This is an optimization exercise on Yosys and OpenROAD, whose aim is small area, a short achievable clock period and few clock cycles per item, not a production implementation.
Where RTL was checked, it was by simulation tests only, not by an equivalence proof against the original.
No functional check of the RTL was part of runs 1, 2 and 4.
Power figures rest on the tool's default switching activity, not on a simulated workload.

File: design.v
`default_nettype none
package art_pkg;
   localparam int OP_W        = 2;
   localparam int SEQ_W       = 16;
   localparam int KIND_W      = 4;
   localparam int SLOT_W      = 4;
   localparam int RETRY_W     = 8;
   localparam int AGE_W       = 16;
   localparam int CSR_INDEX_W = 4;
   localparam int CSR_DATA_W  = 16;
   localparam int SLOTS_DEFAULT = 16;
   localparam logic [OP_W-1:0] OP_SEND    = 2'd0;
   localparam logic [OP_W-1:0] OP_CONFIRM = 2'd1;
   localparam logic [OP_W-1:0] OP_TICK    = 2'd2;
   localparam logic [OP_W-1:0] OP_UNUSED  = 2'd3;
   localparam logic [KIND_W-1:0] KIND_ACCEPTED   = 4'd0;
   localparam logic [KIND_W-1:0] KIND_FULL       = 4'd1;
   localparam logic [KIND_W-1:0] KIND_CONFIRMED  = 4'd2;
   localparam logic [KIND_W-1:0] KIND_UNMATCHED  = 4'd3;
   localparam logic [KIND_W-1:0] KIND_RETRANSMIT = 4'd4;
   localparam logic [KIND_W-1:0] KIND_BYE_DONE   = 4'd5;
   localparam logic [KIND_W-1:0] KIND_BYE_FAILED = 4'd6;
   localparam logic [KIND_W-1:0] KIND_SCAN_DONE  = 4'd7;
   localparam logic [KIND_W-1:0] KIND_HALTED     = 4'd8;
   localparam logic [CSR_INDEX_W-1:0] CSR_TIMEOUT_TICKS = 4'd0;
   localparam logic [CSR_INDEX_W-1:0] CSR_MAX_RETRIES   = 4'd1;
   localparam logic [AGE_W-1:0]       TIMEOUT_RESET     = 16'd250;
   localparam logic [RETRY_W-1:0]     MAX_RETRIES_RESET = 8'd3;
   typedef struct packed {
      logic [KIND_W-1:0]  kind;
      logic [SLOT_W-1:0]  slot;
      logic [SEQ_W-1:0]   seq_out;
      logic [RETRY_W-1:0] retry_count;
      logic               last;
   } result_type;
endpackage
`default_nettype wire
`default_nettype none
module ack_retransmit_tracker #(
   parameter int SLOTS = art_pkg::SLOTS_DEFAULT
) (
   input  wire logic                   clock,
   input  wire logic                   reset,
   input  wire logic                   req_valid,
   output wire logic                   req_ready,
   input  wire logic [art_pkg::OP_W-1:0]        req_op,
   input  wire logic [art_pkg::SEQ_W-1:0]       req_seq,
   input  wire logic                   req_is_bye,
   output wire logic                   rsp_valid,
   input  wire logic                   rsp_ready,
   output wire logic [art_pkg::KIND_W-1:0]      rsp_kind,
   output wire logic [art_pkg::SLOT_W-1:0]      rsp_slot,
   output wire logic [art_pkg::SEQ_W-1:0]       rsp_seq_out,
   output wire logic [art_pkg::RETRY_W-1:0]     rsp_retry_count,
   output wire logic                   rsp_last,
   input  wire logic                   csr_valid,
   output wire logic                   csr_ready,
   input  wire logic [art_pkg::CSR_INDEX_W-1:0] csr_index,
   input  wire logic [art_pkg::CSR_DATA_W-1:0]  csr_data
);
   localparam int IW = (SLOTS > 1) ? $clog2(SLOTS) : 1;
   localparam int SW = art_pkg::SEQ_W;
   localparam int AW = art_pkg::AGE_W;
   localparam int RW = art_pkg::RETRY_W;
   localparam int KW = art_pkg::KIND_W;
   localparam int GW = AW + 1;           
   function automatic logic [SLOTS-1:0] lowest(input logic [SLOTS-1:0] v);
      logic seen;
      seen = 1'b0;
      for (int i = 0; i < SLOTS; i++) begin
         lowest[i] = v[i] && !seen;
         seen      = seen || v[i];
      end
   endfunction
   function automatic logic [IW-1:0] enc(input logic [SLOTS-1:0] oh);
      enc = '0;
      for (int i = 0; i < SLOTS; i++) if (oh[i]) enc = enc | IW'(i);
   endfunction
   function automatic logic geq(input logic [AW-1:0] a, input logic [AW-1:0] b);
      logic [AW-1:0] g, e;
      for (int i = 0; i < AW; i++) begin
         g[i] = a[i] && !b[i];
         e[i] = !(a[i] ^ b[i]);
      end
      for (int w = 1; w < AW; w = w * 2) begin
         for (int i = 0; i + w < AW; i = i + 2 * w) begin
            g[i] = g[i + w] || (e[i + w] && g[i]);
            e[i] = e[i + w] && e[i];
         end
      end
      geq = g[0] || e[0];
   endfunction
   logic               rq_v, sk_v;
   logic [art_pkg::OP_W-1:0] rq_op, sk_op;
   logic [SW-1:0]      rq_seq, sk_seq;
   logic               rq_bye, sk_bye;
   logic [RW-1:0]      max_ff;         
   logic [RW-1:0]      mm1_ff;         
   logic               mz_ff;          
   logic               d0_ff;          
   logic [GW-1:0]      g_ff;
   logic [GW-1:0]      tp_ff;
   logic               fix_ff;         
   logic               chk_ff;         
   logic               wk_ff;          
   logic               wk1_ff;         
   logic [SLOTS-1:0]   pend_ff, acked_ff, byef_ff;
   logic [SLOTS-1:0]   due_ff, old_ff, exh_ff;
   logic [SW-1:0]      seq_ff [SLOTS];
   logic [GW-1:0]      stp_ff [SLOTS];
   logic [RW-1:0]      ret_ff [SLOTS];
   logic               halted_ff;
   logic               tk_ff;
   logic [SLOTS-1:0]   rm_ff;          
   logic               fbye_ff, fdone_ff;
   logic [SLOTS-1:0]   fsel_ff;
   logic               d1_v;
   logic [KW-1:0]      d1_kind;
   logic [SLOTS-1:0]   d1_sel;
   logic               d1_last, d1_inc, d1_rq;
   logic [SW-1:0]      d1_seq;
   logic               rsp_valid_ff;
   art_pkg::result_type rsp_ff;
   logic [GW-1:0]    cref;
   logic [SLOTS-1:0] ge;
   always_comb begin
      cref = chk_ff ? {!g_ff[GW-1], g_ff[GW-2:0]} : tp_ff;
      for (int i = 0; i < SLOTS; i++) begin
         ge[i] = (cref[GW-1] ^ stp_ff[i][GW-1]) ^ geq(cref[GW-2:0], stp_ff[i][GW-2:0]);
      end
   end
   logic [SLOTS-1:0] rc, bh, eq, nobye;
   always_comb begin
      for (int i = 0; i < SLOTS; i++) begin
         rc[i] = pend_ff[i] && due_ff[i] && !exh_ff[i];
         bh[i] = byef_ff[i] && (acked_ff[i] || (pend_ff[i] && exh_ff[i]));
         eq[i] = pend_ff[i] && (seq_ff[i] == rq_seq);
      end
      nobye[0] = !bh[0];
      for (int i = 1; i < SLOTS; i++) nobye[i] = nobye[i-1] && !bh[i];
   end
   logic [SLOTS-1:0] f_free, f_match, f_tick, f_bye, f_rm, rmask;
   assign f_free  = lowest(~pend_ff);
   assign f_match = lowest(eq);
   assign f_tick  = lowest(rc | bh);
   assign f_bye   = lowest(bh);
   assign f_rm    = lowest(rm_ff);
   assign rmask   = rc & nobye;
   logic tk_retx, tk_bye, rm_nz;
   assign tk_retx = (f_tick & rc) != '0;
   assign tk_bye  = (f_tick & bh) != '0;
   assign rm_nz   = rm_ff != '0;
   logic [KW-1:0]    n_kind;
   logic [SLOTS-1:0] n_sel;
   logic             n_last, n_inc, n_rq;
   always_comb begin
      n_kind = art_pkg::KIND_SCAN_DONE;
      n_sel  = '0;
      n_last = 1'b1;
      n_inc  = 1'b0;
      n_rq   = 1'b0;
      if (tk_ff) begin
         if (rm_nz) begin
            n_kind = art_pkg::KIND_RETRANSMIT;
            n_sel  = f_rm;
            n_last = 1'b0;
            n_inc  = 1'b1;
         end else if (fbye_ff) begin
            n_kind = fdone_ff ? art_pkg::KIND_BYE_DONE : art_pkg::KIND_BYE_FAILED;
            n_sel  = fsel_ff;
         end
      end else if (wk_ff) begin
         n_sel = f_rm;
      end else if (halted_ff) begin
         n_kind = art_pkg::KIND_HALTED;
      end else begin
         unique case (rq_op)
            art_pkg::OP_SEND: begin
               n_kind = (f_free != '0) ? art_pkg::KIND_ACCEPTED : art_pkg::KIND_FULL;
               n_sel  = f_free;
               n_rq   = 1'b1;
            end
            art_pkg::OP_CONFIRM: begin
               n_kind = (f_match != '0) ? art_pkg::KIND_CONFIRMED : art_pkg::KIND_UNMATCHED;
               n_sel  = f_match;
               n_rq   = 1'b1;
            end
            default: begin
               n_sel = f_tick;
               if (tk_retx) begin
                  n_kind = art_pkg::KIND_RETRANSMIT;
                  n_last = 1'b0;
                  n_inc  = 1'b1;
               end else if (tk_bye) begin
                  n_kind = ((f_tick & acked_ff) != '0) ? art_pkg::KIND_BYE_DONE
                                                       : art_pkg::KIND_BYE_FAILED;
               end
            end
         endcase
      end
   end
   logic rsp_free, s2_go, s1_free, busy, go;
   logic emit1, consume, tk_start, send_we, conf_we;
   assign rsp_free = !rsp_valid_ff || rsp_ready;
   assign s2_go    = d1_v && rsp_free;
   assign s1_free  = !d1_v || rsp_free;
   assign busy     = fix_ff || chk_ff || wk_ff || wk1_ff;
   assign go       = rq_v && s1_free && !busy && !tk_ff;
   always_comb begin
      emit1    = 1'b0;
      consume  = 1'b0;
      tk_start = 1'b0;
      send_we  = 1'b0;
      conf_we  = 1'b0;
      if (tk_ff) begin
         emit1   = s1_free;
         consume = s1_free && !rm_nz;
      end else if (go) begin
         emit1   = halted_ff || (rq_op != art_pkg::OP_UNUSED);
         consume = halted_ff || (rq_op != art_pkg::OP_TICK) || !tk_retx;
         if (!halted_ff) begin
            send_we  = (rq_op == art_pkg::OP_SEND) && (f_free != '0);
            conf_we  = (rq_op == art_pkg::OP_CONFIRM) && (f_match != '0);
            tk_start = (rq_op == art_pkg::OP_TICK);
         end
      end
   end
   assign req_ready = !sk_v;
   assign csr_ready = !reset;
   logic accept;
   assign accept = req_valid && !sk_v;
   logic csr_to, csr_mx;
   assign csr_to = csr_valid && (csr_index == art_pkg::CSR_TIMEOUT_TICKS);
   assign csr_mx = csr_valid && (csr_index == art_pkg::CSR_MAX_RETRIES);
   logic [GW-1:0] g_next;
   assign g_next = tk_start ? g_ff + GW'(1) : g_ff;
   logic [SW-1:0]    sel_seq;
   logic [RW-1:0]    sel_ret;
   always_comb begin
      sel_seq = '0;
      sel_ret = '0;
      for (int i = 0; i < SLOTS; i++) begin
         if (d1_sel[i]) begin
            sel_seq = sel_seq | seq_ff[i];
            sel_ret = sel_ret | ret_ff[i];
         end
      end
   end
   logic [RW-1:0]    ret_inc;
   logic             wb;              
   logic [RW-1:0]    ret_bus;
   logic             exh_bus;
   assign ret_inc = sel_ret + RW'(1);
   assign wb      = s2_go && d1_inc;
   assign ret_bus = send_we ? '0 : ret_inc;
   assign exh_bus = send_we ? mz_ff : (wk1_ff ? (sel_ret >= max_ff) : (sel_ret == mm1_ff));
   always_ff @(posedge clock) begin
      if (reset) begin
         rq_v         <= 1'b0;
         sk_v         <= 1'b0;
         d1_v         <= 1'b0;
         rsp_valid_ff <= 1'b0;
         tk_ff        <= 1'b0;
         halted_ff    <= 1'b0;
         pend_ff      <= '0;
         acked_ff     <= '0;
         max_ff       <= art_pkg::MAX_RETRIES_RESET;
         mm1_ff       <= art_pkg::MAX_RETRIES_RESET - RW'(1);
         mz_ff        <= 1'b0;
         d0_ff        <= 1'b0;
         g_ff         <= '0;
         tp_ff        <= GW'(1) - GW'(art_pkg::TIMEOUT_RESET - AW'(1));
         fix_ff       <= 1'b0;
         chk_ff       <= 1'b0;
         wk_ff        <= 1'b0;
         wk1_ff       <= 1'b0;
      end else begin
         if (!rq_v || consume) begin
            rq_v <= sk_v || accept;
            sk_v <= 1'b0;
         end else if (accept) begin
            sk_v <= 1'b1;
         end
         if (emit1)      d1_v <= 1'b1;
         else if (s2_go) d1_v <= 1'b0;
         if (s2_go)          rsp_valid_ff <= 1'b1;
         else if (rsp_ready) rsp_valid_ff <= 1'b0;
         if (csr_to) begin
            tp_ff  <= g_ff + GW'(1) - GW'(csr_data);
            d0_ff  <= (csr_data <= AW'(1));
            chk_ff <= 1'b1;
            fix_ff <= 1'b1;
         end else if (chk_ff) begin
            chk_ff <= 1'b0;
         end else if (fix_ff) begin
            fix_ff <= 1'b0;
            tp_ff  <= tp_ff + GW'(1);
         end else if (tk_start) begin
            tp_ff  <= tp_ff + GW'(1);
            if (g_ff[AW-1:0] == '1) chk_ff <= 1'b1;
         end
         if (csr_mx) begin
            max_ff <= csr_data[RW-1:0];
            mm1_ff <= csr_data[RW-1:0] - RW'(1);
            mz_ff  <= (csr_data[RW-1:0] == '0);
         end
         g_ff <= g_next;
         if (csr_mx) begin
            wk_ff <= (pend_ff != '0);
         end else if (wk_ff && (rm_ff & ~f_rm) == '0) begin
            wk_ff <= 1'b0;
         end
         wk1_ff <= wk_ff && !csr_mx;
         if (tk_start) begin
            tk_ff <= tk_retx;
            if (bh != '0) halted_ff <= 1'b1;
         end else if (tk_ff && consume) begin
            tk_ff <= 1'b0;
         end
         for (int i = 0; i < SLOTS; i++) begin
            if (send_we && f_free[i]) begin
               pend_ff[i]  <= 1'b1;
               acked_ff[i] <= 1'b0;
            end
            if (conf_we && f_match[i]) begin
               pend_ff[i]  <= 1'b0;
               acked_ff[i] <= 1'b1;
            end
         end
      end
   end
   always_ff @(posedge clock) begin
      if (!rq_v || consume) begin
         if (sk_v) begin
            rq_op  <= sk_op;
            rq_seq <= sk_seq;
            rq_bye <= sk_bye;
         end else begin
            rq_op  <= req_op;
            rq_seq <= req_seq;
            rq_bye <= req_is_bye;
         end
      end
      if (!sk_v) begin
         sk_op  <= req_op;
         sk_seq <= req_seq;
         sk_bye <= req_is_bye;
      end
      if (emit1 || wk_ff) begin
         d1_kind <= n_kind;
         d1_sel  <= n_sel;
         d1_last <= n_last;
         d1_inc  <= n_inc;
         d1_rq   <= n_rq;
         d1_seq  <= rq_seq;
      end
      if (s2_go) begin
         rsp_ff.kind        <= d1_kind;
         rsp_ff.slot        <= enc(d1_sel);
         rsp_ff.seq_out     <= d1_rq ? d1_seq : sel_seq;
         rsp_ff.retry_count <= d1_inc ? ret_inc : sel_ret;
         rsp_ff.last        <= d1_last;
      end
      if (csr_mx) begin
         rm_ff <= pend_ff;
      end else if (tk_start) begin
         rm_ff    <= rmask & ~f_tick;
         fbye_ff  <= (bh != '0);
         fsel_ff  <= f_bye;
         fdone_ff <= ((f_bye & acked_ff) != '0);
      end else if ((tk_ff && emit1) || wk_ff) begin
         rm_ff <= rm_ff & ~f_rm;
      end
      for (int i = 0; i < SLOTS; i++) begin
         if (send_we && f_free[i]) begin
            byef_ff[i] <= rq_bye;
            seq_ff[i]  <= rq_seq;
         end
         if ((send_we && f_free[i]) || (tk_start && rmask[i])) stp_ff[i] <= g_next;
         if ((send_we && f_free[i]) || (wb && d1_sel[i]))      ret_ff[i] <= ret_bus;
         if ((send_we && f_free[i]) || ((wb || wk1_ff) && d1_sel[i])) exh_ff[i] <= exh_bus;
         if ((send_we && f_free[i]) || (tk_start && rmask[i])) begin
            due_ff[i] <= d0_ff;
            old_ff[i] <= 1'b0;
         end else begin
            if (tk_start) due_ff[i] <= due_ff[i] || ge[i];
            if (fix_ff && !chk_ff) due_ff[i] <= d0_ff || old_ff[i] || ge[i];
            if (chk_ff && pend_ff[i] && ge[i]) old_ff[i] <= 1'b1;
         end
      end
   end
   assign rsp_valid       = rsp_valid_ff;
   assign rsp_kind        = rsp_ff.kind;
   assign rsp_slot        = rsp_ff.slot;
   assign rsp_seq_out     = rsp_ff.seq_out;
   assign rsp_retry_count = rsp_ff.retry_count;
   assign rsp_last        = rsp_ff.last;
endmodule
`default_nettype wire
File: constraint.sdc
create_clock -name core_clock -period 7.0 [get_ports {clock}]
set_input_delay 1.4000 -clock core_clock [delete_from_list [all_inputs] [get_ports {clock}]]
set_output_delay 1.4000 -clock core_clock [all_outputs]
set_load 0.01 [all_outputs]
File: run.sh
#!/bin/bash
# synth_recipe.tcl (not shown) runs the flow's synth.tcl, then flattens the netlist and writes it again
# the make line also repeats each setting of config.mk as NAME=value (left out here)
make -C /OpenROAD-flow-scripts/flow DESIGN_CONFIG=/design/flow/config.mk WORK_HOME=/design/flow/orfs CLKGATE_MAP_FILE= SYNTH_SCRIPT=/design/flow/synth_recipe.tcl finish
File: config.mk
export PLATFORM = sky130hd
export DESIGN_NAME = ack_retransmit_tracker
export DESIGN_NICKNAME = ack_retransmit_tracker
export VERILOG_FILES = /design/flow/design.v
export SDC_FILE = /design/flow/constraint.sdc
export NUM_CORES = 4
export LEC_CHECK = 0
export ABC_CLOCK_PERIOD_IN_PS = 3500
export CAP_MARGIN = 20
export CORE_MARGIN = 2
export CORE_UTILIZATION = 40
export PLACE_DENSITY = 0.5
export SETUP_SLACK_MARGIN = 3.0
export SLEW_MARGIN = 20
==> results of run 1 <==
[cell type report]
cell class              count  area [µm²]  area share [%]
diodes                      3        7.51          0.0134
clock buffers             149        2970            5.30
multi-input cells        2670       19600            35.0
repair buffers            230        2030            3.63
flip-flops and latches    958       27500            49.0
inverters                 347        1340            2.38
clock inverters            53         596            1.06
well taps                1612        2020            3.60
[report_power, final]
part / internal, mW / switching [mW]
registers: 6.30 / 0.0716
clock network: 3.34 / 2.44
logic: 0.347 / 0.767
[layer usage]
metal / track usage [%] / routed length (µm)
met4: 10.7 / 7520
met2: 42.7 / 78400
met5: 0 / 0
met3: 4.30 / 14000
met1: 40.7 / 79400
[cells by family (layout without fill, tap and decap cells)]
family	Yosys count	after routing
simple gates	1129	1131
flops	958	958
compound gates	828	828
buf+inv	523	779
xor+xnor	370	370
fa+ha+maj	290	290
mux	51	51
other cells	0	3
[state kept, by name, summed over array words and instances (netlist names), 2 cells and up]
signal / flops
mm1_ff: 8
acked_ff: 16
due_ff: 16
sk_seq: 16
rq_op: 2
exh_ff: 16
d1_seq: 16
ret_ff: 128
rsp_ff: 33
fsel_ff: 16
g_ff: 17
pend_ff: 16
sk_op: 2
old_ff: 16
tp_ff: 17
d1_sel: 16
byef_ff: 16
seq_ff: 256
stp_ff: 272
rq_seq: 16
d1_kind: 4
rm_ff: 16
max_ff: 8
[worst reg2reg max path, stage by stage, from the launching register on]
cell	delay, ns
edfxtp_1	0.52
a21o_1	0.24
a222oi_1	0.62
nand4_1	0.31
nor2b_1	0.57
nand3_1	0.32
o31ai_4	0.94
[cells in the mapped netlist, types with 25 or more instances]
library cell	n	share of area [%]
edfxtp_1	829	51
inv_1	341	2.6
ha_1	286	7.4
nand2_1	259	2.0
xor2_1	213	3.8
nor2_1	207	1.6
a21oi_1	191	2.0
xnor2_1	157	2.8
a22oi_1	129	2.0
dfxtp_1	129	5.3
nand3_1	122	1.3
clkbuf_1	118	0.91
o21ai_0	104	1.1
nor4_1	102	1.3
nand4_1	90	1.2
a21o_1	79	1.2
nor3_1	76	0.78
nand2b_1	56	0.72
mux2_2	47	1.1
a22o_1	46	0.83
a221oi_1	42	0.76
buf_2	36	0.37
a31oi_1	31	0.40
a211oi_1	29	0.45
and2_1	25	0.32
or4_1	25	0.39
[per-stage QoR]
| stage | instance area, µm² | power (mW) | util [%] | setup WS [ns] |
|---|---|---|---|---|
| after floorplan | 48700 | 7.06 | - | 2.74 |
| after global routing | 56100 | 13.6 | 46.6 | 2.99 |
| after CTS | 55700 | 13.3 | 46.3 | 2.86 |
| after detailed placement | 51900 | 7.55 | 43.1 | 1.79 |
| after global placement | 51900 | 7.55 | 43.1 | 1.88 |
| final | 56100 | 13.3 | 46.6 | 3.04 |
[worst min path at each step]
stage                    start    endpoint  cells after the start
finish              d1_kind[1]  rsp_ff[30]                      0
global route        d1_kind[1]  rsp_ff[30]                      0
CTS                 d1_kind[1]  rsp_ff[30]                      0
detailed placement  d1_kind[1]  rsp_ff[30]                      0
global placement    d1_kind[0]  rsp_ff[29]                      0
floorplan              d1_last   rsp_ff[0]                      0
[what timing repair did]
| item | CTS | global route |
|---|---|---|
| cloned | 1 | 1 |
| gates resized for setup | 20 | 35 |
| setup buffers | 18 | 18 |
| endpoints found under the setup margin | 154 | 410 |
| pin swaps | 1 | 3 |
| hold endpoints to repair | 0 | 0 |
[layout by cell type (no fill, tap or decap), types with 21 or more instances in the layout]
cell type,count
dfxtp_1,126
o21ai_0,103
mux2_2,45
a31oi_1,31
a22oi_1,128
and3_1,23
a211oi_1,29
nor3_1,72
a221oi_1,41
xor2_1,209
clkdlybuf4s50_1,77
a21o_1,75
and2_1,24
a21oi_1,190
nand2_1,255
nand3_1,120
nand2b_1,56
clkinv_1,21
ha_1,286
inv_1,335
nor4_1,96
clkbuf_16,109
nand4_1,90
or4_1,25
edfxtp_1,829
a22o_1,46
buf_4,141
xnor2_1,149
o21a_1,24
clkbuf_1,30
nor2_1,198
==> flow_metrics.py, run 1 <==
metrics = {
    "drt": {
        "drt_iter0_drc": 4230,
        "via_count": 35600,
        "postRouteWirelength_um": 179000,
        "avgViaCountPerCell": 5.92,
        "detail_route.first_pass.iterations": 6,
        "antenna_left": 0,
        "drcViolationCount": 0,
        "route.detailed.wl_per_inst_um": 29.8,
    },
    "logic_synthesis": {
        "syn-mean-instance-area_um2": 11.7,
        "postSynthNetCount": 4480,
        "synth_enable_flop_cells": 829,
        "synth-compound-area-share_pct": 11.7,
        "synth_seq_area_share_pct": 56.5,
        "syn_area_um2": 48600,
        "post_synth_fa_ha_maj_area_fraction_pct": 7.47,
        "synth_mux_area_share_pct": 1.18,
        "synthFlopType": "edfxtp_1",
        "synth_top_family_by_area": "simple AND/OR/NAND/NOR gates",
        "yosys_warnings": 4,
        "synth_xor_xnor_area_share_pct": 6.67,
        "netlist_instances": 4149,
        "post_synth_num_cell_types": 96,
        "synth_async_sr_flop_share_pct": 0,
        "ys_seq_elements": 958,
        "synth-simple-area-share_pct": 12.3,
    },
    "worst_setup_path": {
        "cpMaxStageDelayCell": "o31ai_4",
        "ff2ff_path_depth": 6,
        "worstPathRequired_ns": 7.33,
        "setup.worst_path.start": "exh_ff[0]",
        "crit_cells": 6,
        "worst_r2r_startpoint": "exh_ff[0]",
        "reg_to_reg_slack_setup_ns": 3.04,
        "timing.critical_path.arrival_ns": 4.29,
        "critical_path.reg2reg.endpoint": "stp_ff[13][9]",
        "cp-endpoint": "stp_ff[13][9]",
        "path_class": "flop to flop",
        "path_max_fanout": 17,
        "cp_top_delay_family": "compound AO/OA/AOI/OAI gates",
        "maximum_single_stage_delay_on_the_critical_path_ns": 0.94,
        "worst_setup_path_start_kind": "flop",
        "worstPathCellList": "a21o_1 > a222oi_1 > nand4_1 > nor2b_1 > nand3_1 > o31ai_4",
        "worstPathBufferInverterCount": 0,
        "endpoint_kind": "flop",
    },
    "global_routing": {
        "grt_overflow_total": 0,
        "grt_usage_pct": 28.2,
        "maximum_number_of_pins_on_one_net_before_global_route_repair": 44,
        "grt_pass1_vias": 33700,
        "antenna_found_initial": 4,
        "grt_first_pass_wirelength_um": 253000,
    },
    "final_layout": {
        "post_route_cells_drive_above_1_share_pct": 10.4,
        "finish.cell_count_without_fillers": 6022,
        "area_delta_synth_final_pct": 15.4,
        "fillers": 11000,
        "nNetsFinal": 4646,
    },
    "power": {
        "ir_drop_uv": 225,
        "cellPowerDensity_nw_per_um2": 237,
        "leakage_nw": 21.7,
    },
    "cts": {
        "clock_sink_count": 958,
        "max-clock-path-buffers": 3,
        "cts_tree": "yes",
        "num_cts_buffers": 108,
        "clockRootBuffer": "clkbuf_16",
        "cts_hold_buf": 0,
        "clk_pin_slew_worst_paths_ns": 0.06,
        "clock_tree.htree_level_count": 3,
        "clk_latency_ns": 0.74,
    },
    "die": {
        "dieArea_um2": 124000,
        "chip_height_um": 353,
        "pin_count": 80,
        "initial_utilization_pct": 40.4,
        "core_area_um2": 120000,
        "placementRows": 127,
        "fp.dieW_um": 353,
    },
    "timing": {
        "final.setup_skew_ns": 0.0310,
        "final.hold.worst_slack_ns": 0.429,
        "maxClockFrequency_mhz": 252,
        "setup_viol": 0,
        "max_slew.worst_pin.slew_ns": 1.13,
        "finalMaxSlewViolations": 0,
        "setup_tns_ns": 0,
        "final-hold-violation-count": 0,
        "slew_headroom_pct": 23.5,
        "rsz_0062_raised_after_global_routing": "false",
        "final_period_minus_worst_setup_slack_ns": 3.96,
        "post-route-period-util_pct": 56.6,
    },
    "placed_design": {
        "gpl.final_weighted_congestion": 0.962,
        "placed_cells": 5779,
        "dp_hpwl_um": 123000,
        "port-buffer-count": 79,
    },
    "job": {
        "drv.max_cap_violation_count": 0,
    },
    "worst_hold_path": {
        "worst_min_path_class": "flop to flop",
    },
    "run_status": {
        "run_status": "timing/DRC/antenna clean",
    },
}
==> run 2: changes to the inputs <==
--- a/config.mk
+++ b/config.mk
@@ -6,9 +6,9 @@
 export NUM_CORES = 4
 export LEC_CHECK = 0
-export ABC_CLOCK_PERIOD_IN_PS = 3500
+export ABC_CLOCK_PERIOD_IN_PS = 2500
 export CAP_MARGIN = 20
 export CORE_MARGIN = 2
 export CORE_UTILIZATION = 40
 export PLACE_DENSITY = 0.5
-export SETUP_SLACK_MARGIN = 3.0
+export SETUP_SLACK_MARGIN = 4.0
 export SLEW_MARGIN = 20
==> run 2 against run 1 <==
Against the previous run: largest power group unchanged; maximum frequency increased by 18%; still clean on timing, DRC and antenna; routed wire length increased by 14%; combinational power increased by 36%; critical endpoint is now exh_ff[7]; clock-buffer cell count decreased by 9.
==> flow_metrics.py, run 2 <==
metrics = {
    "cts": {
        "clock_sink_count": 958,
        "cts_tree": "yes",
        "num_cts_buffers": 110,
        "clk_latency_ns": 0.74,
        "cts_hold_buf": 0,
        "clock_tree.htree_level_count": 3,
        "clockRootBuffer": "clkbuf_16",
        "max-clock-path-buffers": 3,
        "clk_pin_slew_worst_paths_ns": 0.07,
    },
    "global_routing": {
        "grt_first_pass_wirelength_um": 278000,
        "maximum_number_of_pins_on_one_net_before_global_route_repair": 52,
        "grt_overflow_total": 0,
        "grt_pass1_vias": 36500,
        "antenna_found_initial": 6,
        "grt_usage_pct": 31.5,
    },
    "logic_synthesis": {
        "syn_area_um2": 48600,
        "ys_seq_elements": 958,
        "synthMostInstantiatedCell": "edfxtp_1",
        "synth_async_sr_flop_share_pct": 0,
        "synth_top_cells_by_count": "829 x edfxtp_1, 341 x inv_1, 286 x ha_1, 259 x nand2_1, 213 x xor2_1",
        "post_synth_num_cell_types": 96,
        "synthFlopType": "edfxtp_1",
        "synth_area_leader_cell": "edfxtp_1",
        "synth_enable_flop_cells": 829,
        "postSynthNetCount": 4480,
        "yosys_warnings": 4,
        "synth_top_cells_by_area": "edfxtp_1 51%, ha_1 7.4%, dfxtp_1 5.3%",
        "synth_seq_area_share_pct": 56.5,
        "syn-mean-instance-area_um2": 11.7,
        "netlist.area_leader.share_pct": 51.2,
        "netlist_instances": 4149,
    },
    "power": {
        "leakage_nw": 25.3,
        "ir_drop_uv": 212,
        "cellPowerDensity_nw_per_um2": 213,
        "power_mw": 13.7,
    },
    "final_layout": {
        "max_flop_register": "stp_ff",
        "finish.cell_count_without_fillers": 6426,
        "postLayoutCoreUtil_pct": 53.6,
        "mostFrequentLayoutCells": "829 x edfxtp_1, 350 x buf_4, 324 x inv_1",
        "layout_commonest_cell": "edfxtp_1",
        "reg_top3": "stp_ff x272, seq_ff x256, ret_ff x128",
        "area_delta_synth_final_pct": 32.7,
        "largest_reg_flops": 272,
        "nNetsFinal": 5047,
        "post_route_cells_drive_above_1_share_pct": 28.0,
    },
    "job": {
        "drv.max_cap_violation_count": 0,
    },
    "die": {
        "pin_count": 80,
        "initial_utilization_pct": 40.4,
        "fp.dieW_um": 353,
        "chip_height_um": 353,
        "core_area_um2": 120000,
        "dieArea_um2": 124000,
        "placementRows": 127,
    },
    "worst_setup_path": {
        "timing.critical_path.arrival_ns": 3.92,
        "path_max_fanout": 8,
        "cpMaxStageDelayCell": "edfxtp_1",
        "worstPathRequired_ns": 7.57,
        "maximum_single_stage_delay_on_the_critical_path_ns": 0.53,
        "worstPathCellList": "buf_6 > buf_4 > buf_6 > a22oi_1 > nand4_1 > nor2_2 > xnor2_1 > nor4_1 > a211o_1 > o21ai_2 > a21oi_4 > buf_12",
        "worst_path_most_repeated_cell": "buf_6",
        "endpoint_kind": "flop",
        "worst_setup_path_start_kind": "flop",
        "path_class": "flop to flop",
    },
    "timing": {
        "final.setup_skew_ns": 0.0350,
        "final_period_minus_worst_setup_slack_ns": 3.35,
        "max_slew.worst_pin.slew_ns": 1.05,
        "slew_headroom_pct": 29.7,
        "setup_tns_ns": 0,
        "rsz_0062_raised_after_global_routing": "true",
        "post-route-period-util_pct": 47.9,
        "finalMaxSlewViolations": 0,
        "final-hold-violation-count": 0,
        "setup_viol": 0,
        "maxClockFrequency_mhz": 298,
        "final.hold.worst_slack_ns": 0.419,
    },
    "placed_design": {
        "dp_hpwl_um": 125000,
        "gpl.final_weighted_congestion": 0.966,
        "placed_cells": 5768,
        "port-buffer-count": 79,
    },
    "drt": {
        "postRouteWirelength_um": 204000,
        "avgViaCountPerCell": 5.99,
        "antenna_left": 0,
        "route.detailed.wl_per_inst_um": 31.7,
        "drt_iter0_drc": 4382,
        "drcViolationCount": 0,
        "detail_route.first_pass.iterations": 8,
        "via_count": 38500,
    },
    "worst_hold_path": {
        "worst_min_path_class": "flop to flop",
    },
    "run_status": {
        "run_status": "timing/DRC/antenna clean",
    },
}
==> run 2: cell counts after synthesis <==
No cell type changed its count.
==> run 2: final timing paths <==
kind / start / to / slack [ns] / cells after the start
max: d1_sel[7] / exh_ff[7] / 3.65 / 12
min: d1_kind[2] / rsp_ff[31] / 0.42 / 0
max reg2reg: d1_sel[7] / exh_ff[7] / 3.65 / 12
min reg2reg: d1_kind[2] / rsp_ff[31] / 0.42 / 0
==> run 2: cell type report <==
class | instances | area (µm²)
Antenna cell | 2 | 5.00
Fill cell | 10400 | 55800
Inverter | 347 | 1400
Tap cell | 1612 | 2020
Sequential cell | 958 | 27500
Multi-Input combinational cell | 2681 | 23300
Clock inverter | 68 | 693
Timing Repair Buffer | 613 | 6510
Clock buffer | 140 | 2940
Timing Repair inverter | 5 | 42.5
==> run 2: critical path, delay by kind of cell (launching register included) <==
family	cells	cell delay, ns
XOR/XNOR	1	0.11
AND/OR/NAND/NOR	3	1.05
flip-flops	1	0.53
buffers and inverters	4	0.68
AO/OA/AOI/OAI	4	0.77
==> run 2: kinds of logic after synthesis <==
| logic type | count (synthesis) | synth area share [%] |
|---|---|---|
| compound gates | 828 | 11.7 |
| xor+xnor | 370 | 6.67 |
| fa+ha+maj | 290 | 7.47 |
| buf+inv | 523 | 4.19 |
| flops | 958 | 56.5 |
| mux | 51 | 1.18 |
| simple gates | 1129 | 12.3 |
==> run 2: repair_timing <==
item                        CTS  global route
setup buffers               273           141
gates cloned                 30             4
resized for setup           557           350
pin swaps                   164           222
setup endpoints to repair  1352           907
==> run 2: routing by layer <==
metal | part of all wire, % | global-route usage, % | wire length, µm
met1 | 38 | 39.3 | 77600
met2 | 47 | 51.7 | 94700
met3 | 8.1 | 5.41 | 16500
met4 | 7.3 | 17.8 | 14900
met5 | 0.0069 | 0 | 14
==> run 2: stage by stage <==
step | area [µm²] | setup slack, ns
floorplan | 49600 | 2.96
global placement | 52400 | 2.09
detailed placement | 52400 | 2.03
CTS | 61500 | 3.66
global route | 64500 | 3.61
finish | 64500 | 3.65
==> run 2: power breakdown <==
| part | switching (mW) | internal (mW) |
|---|---|---|
| sequential | 0.0640 | 6.29 |
| clock | 2.57 | 3.29 |
| combinational | 0.928 | 0.577 |
==> run 3: changes to the inputs <==
--- a/design.v
+++ b/design.v
@@ -91,4 +91,18 @@
       geq = g[0] || e[0];
    endfunction
+   function automatic logic geq_r(input logic [RW-1:0] a, input logic [RW-1:0] b);
+      logic [RW-1:0] g, e;
+      for (int i = 0; i < RW; i++) begin
+         g[i] = a[i] && !b[i];
+         e[i] = !(a[i] ^ b[i]);
+      end
+      for (int w = 1; w < RW; w = w * 2) begin
+         for (int i = 0; i + w < RW; i = i + 2 * w) begin
+            g[i] = g[i + w] || (e[i + w] && g[i]);
+            e[i] = e[i + w] && e[i];
+         end
+      end
+      geq_r = g[0] || e[0];
+   endfunction
    logic               rq_v, sk_v;
    logic [art_pkg::OP_W-1:0] rq_op, sk_op;
@@ -105,5 +119,5 @@
    logic               wk_ff;          
    logic               wk1_ff;         
-   logic [SLOTS-1:0]   pend_ff, acked_ff, byef_ff;
+   logic [SLOTS-1:0]   pend_ff, byef_ff;    
    logic [SLOTS-1:0]   due_ff, old_ff, exh_ff;
    logic [SW-1:0]      seq_ff [SLOTS];
@@ -114,5 +128,5 @@
    logic [SLOTS-1:0]   rm_ff;          
    logic               fbye_ff, fdone_ff;
-   logic [SLOTS-1:0]   fsel_ff;
+   logic [IW-1:0]      fidx_ff;        
    logic               d1_v;
    logic [KW-1:0]      d1_kind;
@@ -134,5 +148,5 @@
       for (int i = 0; i < SLOTS; i++) begin
          rc[i] = pend_ff[i] && due_ff[i] && !exh_ff[i];
-         bh[i] = byef_ff[i] && (acked_ff[i] || (pend_ff[i] && exh_ff[i]));
+         bh[i] = byef_ff[i] && (!pend_ff[i] || exh_ff[i]);
          eq[i] = pend_ff[i] && (seq_ff[i] == rq_seq);
       end
@@ -148,5 +162,5 @@
    assign rmask   = rc & nobye;
    logic tk_retx, tk_bye, rm_nz;
-   assign tk_retx = (f_tick & rc) != '0;
+   assign tk_retx = rmask != '0;
    assign tk_bye  = (f_tick & bh) != '0;
    assign rm_nz   = rm_ff != '0;
@@ -168,5 +182,5 @@
          end else if (fbye_ff) begin
             n_kind = fdone_ff ? art_pkg::KIND_BYE_DONE : art_pkg::KIND_BYE_FAILED;
-            n_sel  = fsel_ff;
+            n_sel  = SLOTS'(1) << fidx_ff;
          end
       end else if (wk_ff) begin
@@ -193,5 +207,5 @@
                   n_inc  = 1'b1;
                end else if (tk_bye) begin
-                  n_kind = ((f_tick & acked_ff) != '0) ? art_pkg::KIND_BYE_DONE
+                  n_kind = ((f_tick & ~pend_ff) != '0) ? art_pkg::KIND_BYE_DONE
                                                        : art_pkg::KIND_BYE_FAILED;
                end
@@ -254,5 +268,5 @@
    assign wb      = s2_go && d1_inc;
    assign ret_bus = send_we ? '0 : ret_inc;
-   assign exh_bus = send_we ? mz_ff : (wk1_ff ? (sel_ret >= max_ff) : (sel_ret == mm1_ff));
+   assign exh_bus = send_we ? mz_ff : (wk1_ff ? geq_r(sel_ret, max_ff) : (sel_ret == mm1_ff));
    always_ff @(posedge clock) begin
       if (reset) begin
@@ -264,5 +278,5 @@
          halted_ff    <= 1'b0;
          pend_ff      <= '0;
-         acked_ff     <= '0;
+         byef_ff      <= '0;
          max_ff       <= art_pkg::MAX_RETRIES_RESET;
          mm1_ff       <= art_pkg::MAX_RETRIES_RESET - RW'(1);
@@ -320,11 +334,8 @@
          for (int i = 0; i < SLOTS; i++) begin
             if (send_we && f_free[i]) begin
-               pend_ff[i]  <= 1'b1;
-               acked_ff[i] <= 1'b0;
-            end
-            if (conf_we && f_match[i]) begin
-               pend_ff[i]  <= 1'b0;
-               acked_ff[i] <= 1'b1;
+               pend_ff[i] <= 1'b1;
+               byef_ff[i] <= rq_bye;
             end
+            if (conf_we && f_match[i]) pend_ff[i] <= 1'b0;
          end
       end
@@ -367,14 +378,11 @@
          rm_ff    <= rmask & ~f_tick;
          fbye_ff  <= (bh != '0);
-         fsel_ff  <= f_bye;
-         fdone_ff <= ((f_bye & acked_ff) != '0);
+         fidx_ff  <= enc(f_bye);
+         fdone_ff <= ((f_bye & ~pend_ff) != '0);
       end else if ((tk_ff && emit1) || wk_ff) begin
          rm_ff <= rm_ff & ~f_rm;
       end
       for (int i = 0; i < SLOTS; i++) begin
-         if (send_we && f_free[i]) begin
-            byef_ff[i] <= rq_bye;
-            seq_ff[i]  <= rq_seq;
-         end
+         if (send_we && f_free[i]) seq_ff[i] <= rq_seq;
          if ((send_we && f_free[i]) || (tk_start && rmask[i])) stp_ff[i] <= g_next;
          if ((send_we && f_free[i]) || (wb && d1_sel[i]))      ret_ff[i] <= ret_bus;
--- a/config.mk
+++ b/config.mk
@@ -6,9 +6,8 @@
 export NUM_CORES = 4
 export LEC_CHECK = 0
-export ABC_CLOCK_PERIOD_IN_PS = 2500
 export CAP_MARGIN = 20
 export CORE_MARGIN = 2
-export CORE_UTILIZATION = 40
-export PLACE_DENSITY = 0.5
-export SETUP_SLACK_MARGIN = 4.0
+export CORE_UTILIZATION = 55
+export PLACE_DENSITY = 0.65
+export SETUP_SLACK_MARGIN = 3.5
 export SLEW_MARGIN = 20
==> run 3 against run 2 <==
Against the previous run: still clean on timing, DRC and antenna; routed wire length shrank 24%; critical path depth fell by 4; die area down 29%; total power shrank 9.9%; combinational power shrank 34%; synthesized cell count down 5.0%; clock power fell by 11%; sequential power is 3.1% lower; worst setup slack got worse by 0.20 ns; first-iteration DRC count shrank 8.7%; critical path type is now input pin to flop; critical endpoint is now due_ff[14]; largest cell class unchanged; largest power group unchanged.
==> flow_metrics.py, run 3 <==
metrics = {
    "run_status": {
        "run_status": "timing/DRC/antenna clean",
    },
    "timing": {
        "rsz_0062_raised_after_global_routing": "true",
        "slew_headroom_pct": 28.7,
        "maxClockFrequency_mhz": 282,
        "setup_viol": 0,
        "finalMaxSlewViolations": 0,
        "max_slew.worst_pin.slew_ns": 1.07,
        "final_period_minus_worst_setup_slack_ns": 3.55,
        "final-hold-violation-count": 0,
        "setup_tns_ns": 0,
        "worst_slack_ns": 3.45,
        "post-route-period-util_pct": 50.7,
        "final.setup_skew_ns": 0.0485,
    },
    "power": {
        "leakage_nw": 21.1,
        "cellPowerDensity_nw_per_um2": 228,
        "ir_drop_uv": 234,
    },
    "logic_synthesis": {
        "synth_top_cells_by_area": "edfxtp_1 51%, ha_1 7.6%, dfxtp_1 5.5%",
        "synth_async_sr_flop_share_pct": 0,
        "netlist_instances": 3940,
        "post_synth_num_cell_types": 108,
        "synth_enable_flop_cells": 801,
        "synthMostInstantiatedCell": "edfxtp_1",
        "synth_area_leader_cell": "edfxtp_1",
        "syn-mean-instance-area_um2": 11.9,
        "postSynthNetCount": 4271,
        "syn_area_um2": 47000,
        "synth_seq_area_share_pct": 56.7,
        "synth_top_cells_by_count": "801 x edfxtp_1, 347 x inv_1, 286 x ha_1, 279 x nand2_1, 196 x xnor2_1",
        "netlist.area_leader.share_pct": 51.2,
        "ys_seq_elements": 930,
        "yosys_warnings": 4,
        "synthFlopType": "edfxtp_1",
    },
    "final_layout": {
        "finish.cell_count_without_fillers": 5344,
        "postLayoutCellArea_um2": 54200,
        "mostFrequentLayoutCells": "801 x edfxtp_1, 337 x inv_1, 280 x ha_1",
        "nNetsFinal": 4450,
        "max_flop_register": "stp_ff",
        "area_delta_synth_final_pct": 15.4,
        "post_route_cells_drive_above_1_share_pct": 13.4,
        "largest_reg_flops": 272,
        "fillers": 6617,
        "reg_top3": "stp_ff x272, seq_ff x256, ret_ff x128",
        "layout_commonest_cell": "edfxtp_1",
    },
    "drt": {
        "drt_iter0_drc": 3999,
        "route.detailed.wl_per_inst_um": 28.9,
        "detail_route.first_pass.iterations": 8,
        "via_count": 33600,
        "antenna_left": 0,
        "avgViaCountPerCell": 6.29,
        "drcViolationCount": 0,
        "postRouteWirelength_um": 154000,
    },
    "cts": {
        "cts_hold_buf": 0,
        "max-clock-path-buffers": 3,
        "num_cts_buffers": 96,
        "cts_tree": "yes",
        "clock_sink_count": 930,
        "clk_pin_slew_worst_paths_ns": 0.06,
        "clockRootBuffer": "clkbuf_16",
        "clock_tree.htree_level_count": 3,
        "clk_latency_ns": 0.69,
    },
    "worst_setup_path": {
        "path_max_fanout": 12,
        "worstPathRequired_ns": 7.40,
        "worstPathBufferInverterCount": 1,
        "cp_top_delay_family": "simple AND/OR/NAND/NOR gates",
        "maximum_single_stage_delay_on_the_critical_path_ns": 0.57,
        "path_class": "input pin to flop",
        "ff2ff_path_depth": 10,
        "worst_r2r_startpoint": "rq_seq[15]",
        "worst_setup_path_start_kind": "input pin",
        "timing.critical_path.arrival_ns": 3.95,
        "cpMaxStageDelayCell": "nand3_1",
        "critical_path.reg2reg.endpoint": "d1_kind[0]",
        "worstPathCellList": "clkdlybuf4s50_1 > nand3b_1 > nand3_4 > nor2_4 > nand3_1 > nand2_8 > o21ai_0 > o2bb2ai_1",
        "reg_to_reg_slack_setup_ns": 3.51,
        "endpoint_kind": "flop",
    },
    "global_routing": {
        "maximum_number_of_pins_on_one_net_before_global_route_repair": 45,
        "grt_pass1_vias": 31900,
        "antenna_found_initial": 2,
        "grt_overflow_total": 0,
        "grt_first_pass_wirelength_um": 219000,
        "grt_usage_pct": 34.9,
    },
    "worst_hold_path": {
        "timing.hold.worst_endpoint": "rsp_ff[32]",
        "worstHoldStart": "d1_kind[3]",
        "worst_min_path_class": "flop to flop",
        "hold-path-cell-count": 0,
    },
    "die": {
        "core_area_um2": 84900,
        "dieArea_um2": 87800,
        "pin_count": 80,
        "chip_height_um": 296,
        "placementRows": 107,
        "fp.dieW_um": 296,
        "initial_utilization_pct": 55.3,
    },
    "placed_design": {
        "placed_cells": 5091,
        "place_area_um2": 49300,
        "pre_cts_slack_ns": 1.83,
        "port-buffer-count": 79,
        "gpl.final_weighted_congestion": 0.988,
        "dp_hpwl_um": 101000,
    },
    "job": {
        "drv.max_cap_violation_count": 0,
    },
}
run 3: routing by layer:
| layer | GRT usage [%] | routed length, µm | vias to the layer above |
|---|---|---|---|
| met5 | 0 | 13 | - |
| met4 | 14.6 | 7190 | 2 |
| met3 | 7.85 | 15700 | 380 |
| met2 | 53.1 | 68500 | 1827 |
| met1 | 48.3 | 62900 | 16400 |
| li1 | - | - | 14900 |
run 3: power breakdown:
| group | internal [mW] | switching [mW] | total, mW |
|---|---|---|---|
| registers | 6.11 | 0.0564 | 6.16 |
| clock network | 2.98 | 2.23 | 5.21 |
| logic | 0.340 | 0.661 | 1.00 |
| total | 9.42 | 2.95 | 12.4 |
run 3: cell type report:
type,count,area (µm²),share of cell area (%)
Sequential cell,930,26600,49.2
Multi-Input combinational cell,2500,19100,35.3
Clock buffer,115,2550,4.70
Timing Repair Buffer,239,2440,4.50
Tap cell,1144,1430,2.64
Inverter,352,1370,2.52
Clock inverter,63,634,1.17
Antenna cell,1,2.50,0.00462
run 3: cell families (layout without fill, tap and decap cells):
kind of cell	count (synthesis)	in the layout	synth area share [%]
XOR/XNOR	374	374	6.97
flip-flops	930	930	56.7
multiplexers	51	51	1.23
adder cells (fa/ha/maj)	290	290	7.72
buffers and inverters	516	769	4.61
AND/OR/NAND/NOR	993	999	11.0
other	0	1	0
AO/OA/AOI/OAI	786	786	11.7
run 3: worst max-delay path by stage:
stage | startpoint | end | slack, ns | depth (start not counted)
3_5_place_dp | rsp_ready | ret_ff[2][3] | 1.83 | 7
2_1_floorplan | rsp_ready | stp_ff[7][0] | 3.37 | 6
6_report | rsp_ready | due_ff[14] | 3.45 | 8
5_1_grt | g_ff[1] | tp_ff[15] | 3.37 | 15
4_1_cts | chk_ff | due_ff[7] | 3.44 | 12
3_3_place_gp | rsp_ready | due_ff[2] | 1.93 | 9
run 3: what timing repair did:
| action | CTS | global route |
|---|---|---|
| endpoints found under the setup margin | 797 | 380 |
| setup buffers | 39 | 21 |
| gates resized for setup | 113 | 102 |
| pin swaps | 19 | 27 |
| gates cloned | 8 | 5 |
run 3: metrics by stage:
stage	power, mW	util [%]	hold WS [ns]
6_report	12.4	63.9	0.416
5_1_grt	12.7	63.9	0.426
4_1_cts	12.4	63.0	0.417
3_5_place_dp	7.19	58.1	0.406
3_3_place_gp	7.18	58.1	0.403
2_1_floorplan	6.84	-	0.400
Testbench counts of run 3, summed over its fixed seeds: cycles 4,882, items 3,200.
==> run 4: changes to the inputs <==
--- a/design.v
+++ b/design.v
@@ -229,8 +229,7 @@
       if (tk_ff) begin
          emit1   = s1_free;
-         consume = s1_free && !rm_nz;
       end else if (go) begin
          emit1   = halted_ff || (rq_op != art_pkg::OP_UNUSED);
-         consume = halted_ff || (rq_op != art_pkg::OP_TICK) || !tk_retx;
+         consume = 1'b1;
          if (!halted_ff) begin
             send_we  = (rq_op == art_pkg::OP_SEND) && (f_free != '0);
@@ -329,5 +328,5 @@
             tk_ff <= tk_retx;
             if (bh != '0) halted_ff <= 1'b1;
-         end else if (tk_ff && consume) begin
+         end else if (tk_ff && emit1 && !rm_nz) begin
             tk_ff <= 1'b0;
          end
--- a/config.mk
+++ b/config.mk
@@ -8,6 +8,6 @@
 export CAP_MARGIN = 20
 export CORE_MARGIN = 2
-export CORE_UTILIZATION = 55
-export PLACE_DENSITY = 0.65
+export CORE_UTILIZATION = 40
+export PLACE_DENSITY = 0.5
 export SETUP_SLACK_MARGIN = 3.5
 export SLEW_MARGIN = 20
==> run 4 against run 3 <==
Against the previous run: combinational power increased by 27%; utilization is 16 points lower; maximum frequency barely moved; critical path depth grew 8; sequential share of layout area fell by 1.2 points; clock-buffer cell count increased by 23; register-to-register slack got worse by 0.06 ns; critical path type is now flop to flop.
==> flow_metrics.py, run 4 <==
metrics = {
    "die": {
        "placementRows": 125,
        "fp.dieW_um": 347,
        "chip_height_um": 347,
        "dieArea_um2": 120000,
        "initial_utilization_pct": 40.4,
        "core_area_um2": 116000,
        "pin_count": 80,
    },
    "power": {
        "switching_power_mw": 3.33,
        "leakage_nw": 21.9,
        "netSwitchingFraction_pct": 24.9,
        "combinationalPowerShare_pct": 9.5,
        "ir_drop_uv": 246,
        "power_frac_seq_pct": 46.4,
        "internal_power_mw": 10.1,
        "power.clock.fraction_pct": 44.1,
        "cellPowerDensity_nw_per_um2": 241,
    },
    "final_layout": {
        "max_flop_register": "stp_ff",
        "largest_reg_flops": 272,
        "fillers": 10500,
        "reg_top3": "stp_ff x272, seq_ff x256, ret_ff x128",
        "nNetsFinal": 4544,
        "mostFrequentLayoutCells": "801 x edfxtp_1, 338 x inv_1, 279 x ha_1",
        "layout_commonest_cell": "edfxtp_1",
        "area_delta_synth_final_pct": 18.3,
        "post_route_cells_drive_above_1_share_pct": 14.2,
    },
    "drt": {
        "antenna_left": 0,
        "postRouteWirelength_um": 166000,
        "detail_route.first_pass.iterations": 6,
        "via_count": 33700,
        "drcViolationCount": 0,
        "avgViaCountPerCell": 5.78,
        "route.detailed.wl_per_inst_um": 28.4,
        "drt_iter0_drc": 3819,
    },
    "cts": {
        "clock_sink_count": 930,
        "max-clock-path-buffers": 3,
        "cts_tree": "yes",
        "clk_pin_slew_worst_paths_ns": 0.06,
        "clk_latency_ns": 0.74,
        "clockRootBuffer": "clkbuf_16",
        "num_cts_buffers": 105,
        "cts_hold_buf": 0,
        "clock_tree.htree_level_count": 3,
    },
    "worst_setup_path": {
        "setup.worst_path.start": "d1_sel[4]",
        "worstPathBufferInverterCount": 2,
        "worstPathCellList": "buf_12 > a22o_1 > a221oi_2 > nand3_1 > nor2_4 > inv_2 > ha_4 > o21a_1 > o21a_1 > o21a_1 > o21a_1 > o21ai_1 > a21oi_1 > o21ai_1 > o21ai_2 > mux2_4",
        "endpoint_kind": "flop",
        "ff2ff_path_depth": 16,
        "cp_top_delay_family": "compound AO/OA/AOI/OAI gates",
        "reg_to_reg_slack_setup_ns": 3.45,
        "worst_r2r_startpoint": "d1_sel[4]",
        "maximum_single_stage_delay_on_the_critical_path_ns": 0.44,
        "worst_setup_path_start_kind": "flop",
        "timing.critical_path.arrival_ns": 3.94,
        "path_max_fanout": 8,
        "cpMaxStageDelayCell": "edfxtp_1",
        "worstPathRequired_ns": 7.39,
        "path_class": "flop to flop",
        "critical_path.reg2reg.endpoint": "exh_ff[13]",
        "worst_path_most_repeated_cell": "o21a_1",
    },
    "logic_synthesis": {
        "synthMostInstantiatedCell": "edfxtp_1",
        "synth_top_cells_by_count": "801 x edfxtp_1, 364 x inv_1, 286 x ha_1, 283 x nand2_1, 187 x xnor2_1",
        "synth_enable_flop_cells": 801,
        "syn_area_um2": 47000,
        "yosys_warnings": 4,
        "synth_area_leader_cell": "edfxtp_1",
        "synth_async_sr_flop_share_pct": 0,
        "synth_seq_area_share_pct": 56.7,
        "netlist.area_leader.share_pct": 51.2,
        "synthFlopType": "edfxtp_1",
        "syn-mean-instance-area_um2": 11.8,
        "ys_seq_elements": 930,
        "postSynthNetCount": 4315,
        "synth_top_cells_by_area": "edfxtp_1 51%, ha_1 7.6%, dfxtp_1 5.5%",
        "netlist_instances": 3984,
        "post_synth_num_cell_types": 96,
    },
    "job": {
        "drv.max_cap_violation_count": 0,
    },
    "placed_design": {
        "dp_hpwl_um": 108000,
        "gpl.final_weighted_congestion": 0.982,
        "port-buffer-count": 79,
    },
    "worst_hold_path": {
        "worstHoldStart": "d1_kind[2]",
        "timing.hold.worst_endpoint": "rsp_ff[31]",
        "worst_min_path_class": "flop to flop",
        "hold-path-cell-count": 0,
    },
    "global_routing": {
        "grt_overflow_total": 0,
        "grt_pass1_vias": 32100,
        "grt_usage_pct": 27.1,
        "grt_first_pass_wirelength_um": 235000,
        "maximum_number_of_pins_on_one_net_before_global_route_repair": 42,
        "antenna_found_initial": 2,
    },
    "timing": {
        "final.hold.worst_slack_ns": 0.422,
        "rsz_0062_raised_after_global_routing": "true",
        "final.setup_skew_ns": 0.0710,
        "final_period_minus_worst_setup_slack_ns": 3.55,
        "post-route-period-util_pct": 50.7,
        "slew_headroom_pct": 22.7,
        "final-hold-violation-count": 0,
        "maxClockFrequency_mhz": 282,
        "finalMaxSlewViolations": 0,
        "setup_tns_ns": 0,
        "setup_viol": 0,
        "max_slew.worst_pin.slew_ns": 1.15,
    },
    "run_status": {
        "run_status": "timing/DRC/antenna clean",
    },
}
[run 4: changes by cell type after synthesis, sizes merged, moves of 13 or more]
cell   previous run  this run
o21ai           115       100
nor3             90        76
o21a             34        75
a22oi           130       114
nor4             65        83
inv             349       367
o31ai             9        22
or4               4        17
[run 4: layout make-up]
cell class	count	area [µm²]	share of cell area (%)
sequential	930	26700	48.0
multi-input combinational	2521	19000	34.3
clock buffer	138	2890	5.21
timing repair buffer	282	2750	4.96
tap	1524	1910	3.43
inverter	369	1490	2.67
clock inverter	60	795	1.43
timing repair inverter	4	20.0	0.0360
antenna	2	5.00	0.00901
[run 4: worst max-delay path by stage]
stage | end | slack [ns] | cells after the start
4_1_cts | ret_ff[7][1] | 3.37 | 7
3_5_place_dp | due_ff[9] | 1.80 | 10
3_3_place_gp | due_ff[9] | 1.88 | 10
2_1_floorplan | tp_ff[15] | 3.40 | 10
5_1_grt | exh_ff[13] | 3.38 | 16
6_report | exh_ff[13] | 3.45 | 16
[run 4: power groups by stage]
| stage | registers (mW) | clock network (mW) | logic (mW) |
|---|---|---|---|
| 2_1_floorplan | 6.32 | 0 | 0.638 |
| 3_3_place_gp | 6.35 | 0 | 1.09 |
| 3_5_place_dp | 6.36 | 0 | 1.08 |
| 4_1_cts | 6.22 | 5.99 | 1.23 |
| 5_1_grt | 6.22 | 6.18 | 1.34 |
| 6_report | 6.22 | 5.91 | 1.27 |
[run 4: worst reg2reg max path: cells and delay by family, from the launching register on]
kind	cells	cell delay, ns
multiplexers	1	0.40
flip-flops	1	0.44
adder cells (fa/ha/maj)	1	0.21
AO/OA/AOI/OAI	10	1.59
buffers and inverters	2	0.22
AND/OR/NAND/NOR	2	0.36
[run 4: kinds of logic (layout without fill, tap and decap cells)]
family	count (synthesis)	in the layout	synth area share [%]
other	0	2	0
muxes	56	57	1.31
and+or+nand+nor	1002	1002	10.9
DFF	930	930	56.7
xor gates and xnor gates	373	373	6.96
adders and majority gates	290	290	7.73
buffers and inverters	534	853	4.51
AOI/OAI and AO/OA	799	799	11.8
[run 4: repair_timing]
action,CTS,global route
pin swaps,20,18
endpoints found under the setup margin,672,390
setup buffers,73,24
gates resized for setup,138,69
gates cloned,12,0
[run 4: layer usage]
layer | global-route usage [%] | wire, µm | up-vias
li1 | - | - | 15200
met1 | 39.5 | 75400 | 16800
met2 | 41.0 | 71700 | 1452
met3 | 4.77 | 13200 | 289
met4 | 8.10 | 5590 | 0
met5 | 0 | 0 | -
[run 4: stage by stage]
step           power, mW  utilization (%)  std cells  area (µm²)  setup WS, ns
6_report            13.4             47.7       5830       55600          3.45
5_1_grt             13.7             47.7       5828       55600          3.38
4_1_cts             13.4             47.3       5804       55000          3.37
3_5_place_dp        7.44             42.9       5521       49900          1.80
3_3_place_gp        7.44             42.9       5521       49900          1.88
2_1_floorplan       6.96                -       3984       47100          3.40
==> run 5: changes to the inputs <==
--- a/design.v
+++ b/design.v
@@ -229,7 +229,8 @@
       if (tk_ff) begin
          emit1   = s1_free;
+         consume = s1_free && !rm_nz;
       end else if (go) begin
          emit1   = halted_ff || (rq_op != art_pkg::OP_UNUSED);
-         consume = 1'b1;
+         consume = halted_ff || (rq_op != art_pkg::OP_TICK) || !tk_retx;
          if (!halted_ff) begin
             send_we  = (rq_op == art_pkg::OP_SEND) && (f_free != '0);
@@ -328,5 +329,5 @@
             tk_ff <= tk_retx;
             if (bh != '0) halted_ff <= 1'b1;
-         end else if (tk_ff && emit1 && !rm_nz) begin
+         end else if (tk_ff && consume) begin
             tk_ff <= 1'b0;
          end
==> run 5 against run 4 <==
Against the previous run: largest power group unchanged; register-to-register slack improved by 0.11 ns; utilization fell by 0.20 points; final cell count fell by 0.75%; still clean on timing, DRC and antenna; total power fell by 5.0%; first-iteration DRC count fell by 14%; worst hold slack got worse by 0.0057 ns; sequential power fell by 0.8%; highest routed layer unchanged; critical path depth fell by 6.
==> flow_metrics.py, run 5 <==
metrics = {
    "run_status": {
        "run_status": "timing/DRC/antenna clean",
    },
    "cts": {
        "max-clock-path-buffers": 3,
        "cts_tree": "yes",
        "clock_tree.htree_level_count": 3,
        "clockRootBuffer": "clkbuf_16",
        "clk_pin_slew_worst_paths_ns": 0.06,
        "num_cts_buffers": 107,
        "clock_sink_count": 930,
        "clk_latency_ns": 0.73,
    },
    "drt": {
        "route.detailed.wl_per_inst_um": 28.0,
        "detail_route.first_pass.iterations": 6,
        "via_count": 33200,
        "avgViaCountPerCell": 5.74,
        "postRouteWirelength_um": 162000,
        "drcViolationCount": 0,
        "antenna_left": 0,
        "drt_iter0_drc": 3266,
    },
    "worst_setup_path": {
        "path_max_fanout": 18,
        "worstPathRequired_ns": 7.43,
        "worst_r2r_startpoint": "rq_seq[3]",
        "endpoint_kind": "flop",
        "path_class": "input pin to flop",
        "cp-endpoint": "due_ff[4]",
        "worst_setup_path_start_kind": "input pin",
        "timing.critical_path.arrival_ns": 3.94,
        "reg_to_reg_slack_setup_ns": 3.56,
        "critical_path.reg2reg.endpoint": "d1_kind[0]",
        "ff2ff_path_depth": 11,
        "setup.worst_path.start": "rsp_ready",
    },
    "logic_synthesis": {
        "synth_top_cells_by_area": "edfxtp_1 51%, ha_1 7.6%, dfxtp_1 5.5%",
        "synthMostInstantiatedCell": "edfxtp_1",
        "synth_enable_flop_cells": 801,
        "post_synth_num_cell_types": 108,
        "netlist.area_leader.share_pct": 51.2,
        "netlist_instances": 3940,
        "yosys_warnings": 4,
        "syn_area_um2": 47000,
        "synth_area_leader_cell": "edfxtp_1",
        "synth_top_cells_by_count": "801 x edfxtp_1, 347 x inv_1, 286 x ha_1, 279 x nand2_1, 196 x xnor2_1",
        "postSynthNetCount": 4271,
        "syn-mean-instance-area_um2": 11.9,
        "synth_seq_area_share_pct": 56.7,
        "synthFlopType": "edfxtp_1",
        "ys_seq_elements": 930,
        "synth_async_sr_flop_share_pct": 0,
    },
    "timing": {
        "final_period_minus_worst_setup_slack_ns": 3.51,
        "setup_tns_ns": 0,
        "post-route-period-util_pct": 50.2,
        "setup_viol": 0,
        "final.hold.worst_slack_ns": 0.416,
        "finalMaxSlewViolations": 0,
        "final-hold-violation-count": 0,
        "maxClockFrequency_mhz": 285,
        "max_slew.worst_pin.slew_ns": 1.02,
        "slew_headroom_pct": 30.9,
        "final.setup_skew_ns": 0.0555,
        "rsz_0062_raised_after_global_routing": "true",
    },
    "power": {
        "cellPowerDensity_nw_per_um2": 230,
        "ir_drop_uv": 207,
        "leakage_nw": 21.4,
    },
    "final_layout": {
        "area_delta_synth_final_pct": 17.8,
        "finish.cell_count_without_fillers": 5786,
        "mostFrequentLayoutCells": "801 x edfxtp_1, 340 x inv_1, 281 x ha_1",
        "largest_reg_flops": 272,
        "postLayoutCellArea_um2": 55300,
        "fillers": 10700,
        "post_route_cells_drive_above_1_share_pct": 14.7,
        "layout_commonest_cell": "edfxtp_1",
        "reg_top3": "stp_ff x272, seq_ff x256, ret_ff x128",
        "max_flop_register": "stp_ff",
        "nNetsFinal": 4500,
    },
    "placed_design": {
        "gpl.final_weighted_congestion": 0.957,
        "placed_cells": 5484,
        "dp_hpwl_um": 108000,
        "place_area_um2": 49900,
        "port-buffer-count": 79,
    },
    "die": {
        "dieArea_um2": 120000,
        "placementRows": 125,
        "initial_utilization_pct": 40.4,
        "pin_count": 80,
        "core_area_um2": 116000,
        "chip_height_um": 347,
        "fp.dieW_um": 347,
    },
    "global_routing": {
        "gr-max-usage-layer": "met2",
        "grt_first_pass_wirelength_um": 232000,
        "maximum_number_of_pins_on_one_net_before_global_route_repair": 45,
        "grt_overflow_total": 0,
        "grt_pass1_vias": 31700,
        "grt_usage_pct": 26.5,
        "grt_use_met3_pct": 3.91,
        "grtUsageMet1_pct": 37.5,
        "antenna_found_initial": 1,
        "grt.met2_usage_pct": 42.3,
    },
    "job": {
        "drv.max_cap_violation_count": 0,
    },
    "worst_hold_path": {
        "worst_min_path_class": "flop to flop",
    },
}
==> run 5: changes by cell type after synthesis, sizes merged, moves of 14 or more <==
cell   delta
inv      -18
o21a     -41
a22oi    +16
nor4     -18
o21ai    +15
nor3     +14
==> run 5: per-stage QoR <==
step | util [%] | power, mW | worst slack (ns)
CTS | 46.9 | 12.8 | 3.45
finish | 47.5 | 12.7 | 3.49
floorplan | - | 6.84 | 3.37
global placement | 42.8 | 7.22 | 2.01
global route | 47.5 | 13.1 | 3.38
detailed placement | 42.8 | 7.22 | 1.81
==> run 5: power breakdown <==
part | switching (mW) | internal, mW
registers | 0.0595 | 6.11
logic | 0.673 | 0.357
clock network | 2.40 | 3.14
total | 3.13 | 9.60
==> run 5: how the worst min path moves through the flow <==
stage / end / slack [ns] / cells past startpoint / startpoint
floorplan: rsp_ff[0] / 0.40 / 0 / d1_last
global placement: rsp_ff[32] / 0.40 / 0 / d1_kind[3]
detailed placement: rsp_ff[32] / 0.40 / 0 / d1_kind[3]
CTS: rsp_ff[30] / 0.42 / 0 / d1_kind[1]
global route: rsp_ff[32] / 0.43 / 0 / d1_kind[3]
finish: rsp_ff[30] / 0.42 / 0 / d1_kind[1]
==> run 5: repair_timing <==
| item | CTS | global route |
|---|---|---|
| gates resized for setup | 134 | 98 |
| cloned | 6 | 1 |
| pin swaps | 22 | 41 |
| hold buffers | 0 | 0 |
| setup endpoints to repair | 873 | 403 |
| setup buffers | 56 | 37 |
| hold endpoints to repair | 0 | 0 |
==> run 5: routing by layer <==
layer / vias to the layer above / share of wire, %
li1: 15100 / -
met1: 16600 / 44
met2: 1264 / 46
met3: 277 / 6.6
met4: 0 / 3.2
met5: - / 0
==> run 5: kinds of logic after synthesis <==
| kind of cell | share of synthesized area, % |
|---|---|
| AND/OR/NAND/NOR | 11.0 |
| flip-flops | 56.7 |
| AO/OA/AOI/OAI | 11.7 |
| buffers and inverters | 4.61 |
| XOR/XNOR | 6.97 |
| adder cells (fa/ha/maj) | 7.72 |
| multiplexers | 1.23 |
==> run 5: critical path, stage by stage <==
cell,delay [ns]
clkdlybuf4s50_1,0.51
nand3b_1,0.22
nand3_4,0.18
nor4_4,0.36
o21ai_4,0.14
buf_4,0.19
nor3_4,0.36
nor2_2,0.12
inv_4,0.24
a22oi_2,0.21
==> run 5: area by class of cell <==
cell class	instances	area [µm²]	area share, %
Sequential cell	930	26700	48.2
Multi-Input combinational cell	2497	19200	34.7
Clock buffer	136	2870	5.18
Timing Repair Buffer	281	2740	4.95
Tap cell	1524	1910	3.45
Inverter	352	1360	2.45
Clock inverter	65	598	1.08
Antenna cell	1	2.50	0.00452
Testbench counts of run 5, summed over its fixed seeds: cycles 4,882, items 3,200.

==> re-timing with driven ports <==
In the flow no input, the clock included, has a driving cell. The finished layouts below were timed again as built, in two steps.
Step 1 (the two cells are an assumption about what drives the block):
set clk [get_ports {clock}]
set_driving_cell -lib_cell sky130_fd_sc_hd__clkbuf_16 $clk
set_driving_cell -lib_cell sky130_fd_sc_hd__buf_2 [delete_from_list [all_inputs] $clk]
Step 2 also shifts input and output timing later by t, the mid clock arrival at the registers, as if the neighbouring blocks saw the same clock.
Slacks: ideal ports / drivers / drivers and shift; pairs: ideal ports / drivers.
run	t, ns	slack for setup (ns)	slew at the worst register clock pin (ns)
run 1	0.800	3.037 / 3.037 / 2.346	0.06 / 0.06
run 2	0.800	3.650 / 3.650 / 3.018	0.07 / 0.07
run 3	0.740	3.452 / 3.499 / 2.758	0.07 / 0.07
run 4	0.785	3.454 / 3.454 / 2.835	0.07 / 0.07
run 5	0.780	3.487 / 3.532 / 2.756	0.07 / 0.07
After both steps every run listed still meets setup and hold. The setup slack of run 5, which loses most, moves by +0.045 ns with the drivers and by -0.731 ns with both steps.
